Background: an optimization exercise with open tools, aiming at small area, a short achievable clock period and few clock cycles per item. Do not read the settings as production practice. At most, simulation tests tie the RTL to the original design; equivalence was not proved.

old:
// midpoint_ellipse_rasterizer_top
module midpoint_ellipse_rasterizer_top #(
  parameter int RADIUS_BITS = 10,
  parameter int COORD_BITS  = 11
) (
  input  wire logic                                   clk_i,
  input  wire logic                                   rst_ni,
  input  wire logic                                   cfg_we_i,
  input  wire logic [mer_pkg::CFG_IDX_W-1:0]          cfg_idx_i,
  input  wire logic [((COORD_BITS > RADIUS_BITS) ? COORD_BITS : RADIUS_BITS)-1:0] cfg_data_i,
  input  wire logic                                   in_valid_i,
  output logic                                        in_stall_o,
  input  wire logic                                   restart_i,
  output logic                                        out_valid_o,
  input  wire logic                                   out_stall_i,
  output logic signed [mer_pkg::PIX_W-1:0]            pixel_x_o,
  output logic signed [mer_pkg::PIX_W-1:0]            pixel_y_o,
  output logic                                        last_o,
  output logic                                        finished_o
);
Size in the first run: roughly 330 flip-flops, ~49 I/O pins, roughly 19000 sq um of cells after synthesis.
export LEC_CHECK = 0
export CAP_MARGIN = 20
export CORE_MARGIN = 2
export CORE_UTILIZATION = 40
export CTS_CLUSTER_DIAMETER = 70
export CTS_CLUSTER_SIZE = 20
export SETUP_SLACK_MARGIN = 5
export SLEW_MARGIN = 20
create_clock -name core_clock -period 10.0 [get_ports {clk_i}]
standard.sh (not shown) runs the stock make flow with config.mk's settings and CLKGATE_MAP_FILE= SYNTH_SCRIPT=/design/flow/synth_recipe.tcl, a recipe that flattens the netlist after the stock synthesis.
==> flow/flow/run.sh <==
#!/bin/bash
set -euo pipefail
bash standard.sh SETUP_SLACK_MARGIN=7.0 finish > standard_flow.log 2>&1
No stage failed in old, and the final checks on the layout all came back clean.
[inputs] new vs old
--- a/flow/design.v
+++ b/flow/design.v
@@ -110,13 +110,13 @@
   logic        sw2_q, init1_q, init2_q;
   logic        rs_q, m1_q, m2_q;       
   logic [3:0]  mcnt_q;
   logic        step_a, sw1_a, sw2_a, i1_a, act_a;   
   logic        ka0, ka1, ka2, ka3;     
   logic        kb2;                    
-  logic        xen_q, yen_q, b2_q;     
+  logic        yen_q, b2_q;            
   logic        den_q;                  
   logic [10:0] zq;                     
   logic        step_b, sw1_b, sw2_b, i1_b, act_b, kb0, kb3;  
   logic [9:0]  x_q, y_q;
   logic [32:0] sx_q, sy_q;             
   logic [43:0] d_q;                    
@@ -197,31 +197,25 @@
     if (sw1_a) begin
       if (ka0) z_n = rx2_q[10:0];
       if (ka1) z_n = {2'b00, rx2_q[19:11]};
     end
     if (sw2_a) z_n = ~two_ry2_a;
   end
-  assign opx = (xen_q ? xq : 11'd0) | {8'd0, b2_q, 2'b00};
-  assign opy = yen_q ? yq : 11'd0;
+  assign opx = xq | {8'd0, b2_q, 2'b00};
+  assign opy = yq;
   assign opz = zq;
   assign dop   = den_q ? d_q[10:0] : 11'd0;
   assign s1    = dop ^ opx ^ opy;
   assign m1    = (dop & opx) | (dop & opy) | (opx & opy);
   assign c1v   = {m1[9:0], kb0 ? two_cin : c1_q};
   assign s2    = s1 ^ c1v ^ opz;
   assign m2    = (s1 & c1v) | (s1 & opz) | (c1v & opz);
   assign c2v   = {m2[9:0], !kb0 && c2_q};
-  logic [6:0] cpa_lo;
-  logic [6:0] cpa_h0;
-  logic [7:0] cpa_h1;
-  assign cpa_lo = {1'b0, s2[4:0], 1'b1} + {1'b0, c2v[4:0], kb0 ? sw1_b : cp_q};
-  assign cpa_h0 = {1'b0, s2[10:5]} + {1'b0, c2v[10:5]};
-  assign cpa_h1 = {1'b0, s2[10:5], 1'b1} + {1'b0, c2v[10:5], 1'b1};
-  assign cpa_w  = 13'd0;
-  assign dsum   = {cpa_lo[6] ? cpa_h1[6:1] : cpa_h0[5:0], cpa_lo[5:1]};
-  assign dco    = cpa_lo[6] ? cpa_h1[7] : cpa_h0[6];
+  assign cpa_w = {1'b0, s2, 1'b1} + {1'b0, c2v, kb0 ? sw1_b : cp_q};
+  assign dsum  = cpa_w[11:1];
+  assign dco   = cpa_w[12];
   logic [12:0] cmp_w;
   logic        sw_now;
   assign cmp_w  = {1'b0, sxnew, 1'b1} + {1'b0, ~synew, kb0 || cmp_q};
   assign sw_now = step_b && kb2 && cmp_w[12] && !reg2_q;
   logic reg2_n;
   logic       issue_sw1, issue_sw2, issue_i1, issue_i2, issue_step;
@@ -236,16 +230,22 @@
       else if (sw2_q)      issue_sw2  = 1'b1;
       else if (init1_q)    issue_i1   = 1'b1;
       else if (init2_q)    issue_i2   = 1'b1;
       else if (pass_req_q) issue_step = 1'b1;
     end
   end
-  logic da_n, db_n, dfin;
-  assign dfin = act_b && kb3;
-  assign da_n = dfin ? (!reg2_q || dsum[10]) : da_q;
-  assign db_n = dfin ? (reg2_q || !dsum[10]) : db_q;
+  logic [2:0]  cin3, k3;
+  logic [10:0] top_w;
+  logic        sgn, dfin, da_n, db_n;
+  assign cin3  = {2'b00, c1_q} + {2'b00, c2_q} + {2'b00, cp_q};
+  assign k3    = cin3 - ((step_b && yen_q) ? 3'd1 : (sw1_b || sw2_b) ? 3'd2 : 3'd0);
+  assign top_w = dop + {{8{k3[2]}}, k3};
+  assign sgn   = top_w[10];
+  assign dfin  = act_b && kb3;
+  assign da_n  = dfin ? (!reg2_q || sgn) : da_q;
+  assign db_n  = dfin ? (reg2_q || !sgn) : db_q;
   assign reg2_n = reg2_q || issue_sw1;
   always_ff @(posedge clk_i or negedge rst_ni) begin
     if (!rst_ni) begin
       pend_q      <= 1'b0;
       pend_rs_q   <= 1'b0;
       step_q      <= 1'b0;
@@ -389,19 +389,18 @@
     csy_q <= csy_a;
     zq    <= z_n;
     c1_q  <= m1[10];
     c2_q  <= m2[10];
     cp_q  <= dco;
     cmp_q <= cmp_w[12];
-    xq    <= x_n;
-    yq    <= y_n;
+    xq    <= (!step_a || da_n) ? x_n : 11'd0;
+    yq    <= (!step_a || db_n) ? y_n : 11'd0;
     if (act_b) d_q <= {dsum, d_q[43:11]};
     da_q  <= da_n;
     db_q  <= db_n;
-    xen_q <= (dfin ? (!step_a || !reg2_q) : (!step_a || da_q)) || (dfin && dsum[10]);
-    yen_q <= (dfin ? (!step_a || reg2_q) : (!step_a || db_q)) || (dfin && !dsum[10]);
+    yen_q <= !step_a || db_n;
     b2_q  <= step_a && ka0 && db_n;
     den_q <= !i1_a;
     if (step_b && kb0) begin
       ca_q <= da_q;
       cb_q <= db_q;
     end
### Flow results
The final layout from new, which completed every stage, passed the timing, design-rule and antenna checks at the end of the flow.
old completed end to end with timing, DRC and antenna clean.
Summary — cell area after placement, new relative to old: higher, by 1.7%.
Cell area | new vs old | new larger
Sequential share of layout area is lower on new
In the flow results for old and new, the share of the final layout cell area in multi-input gates is larger on new.
Core utilization | new below old
Compared with old, in new routed length on met1 moved down; wire length moved up; non-clock inverter total of the final layout moved up.
Looking at portion of the layout cell area used by non-clock buffers, new sits 0.52 points below old.
| routed length on met3 | higher: old |
Taking old as the reference, in new number of global-route vias before repair now larger, count of vias placed by the detailed router rose about 1.5%.
Testbench counts of new, summed over its fixed seeds: cycles 64,740, beats 62,804.
No functional check of the RTL was part of old.

re-timing with driven ports:
No port has a modelled driver above. Below, the same layouts with a new extraction and two added sets of constraints. Step 1 (the two cells are an assumption about what drives the block):
set clk [get_ports {clk_i}]
set_driving_cell -lib_cell sky130_fd_sc_hd__clkbuf_16 $clk
set_driving_cell -lib_cell sky130_fd_sc_hd__buf_2 [delete_from_list [all_inputs] $clk]
Step 2 times the ports against the registers' clock, not the clock port: input delays grow and output delays shrink by t, the midpoint of the rising clock arrivals with the driver on. a / b / c = ideal / step 1 / step 2; a / b = the first two.
run | t (ns) | setup slack, ns | latest minus earliest clock arrival (ns) | slew at the worst register clock pin (ns)
old | 0.631 | 6.547 / 6.547 / 6.438 | 0.021 / 0.021 | 0.09 / 0.09
new | 0.627 | 6.702 / 6.702 / 6.562 | 0.024 / 0.024 | 0.09 / 0.09
After both steps setup and hold are still met in every run listed. The setup slack of new, which loses most, moves by 0.000 ns with the drivers and by -0.140 ns with both steps.
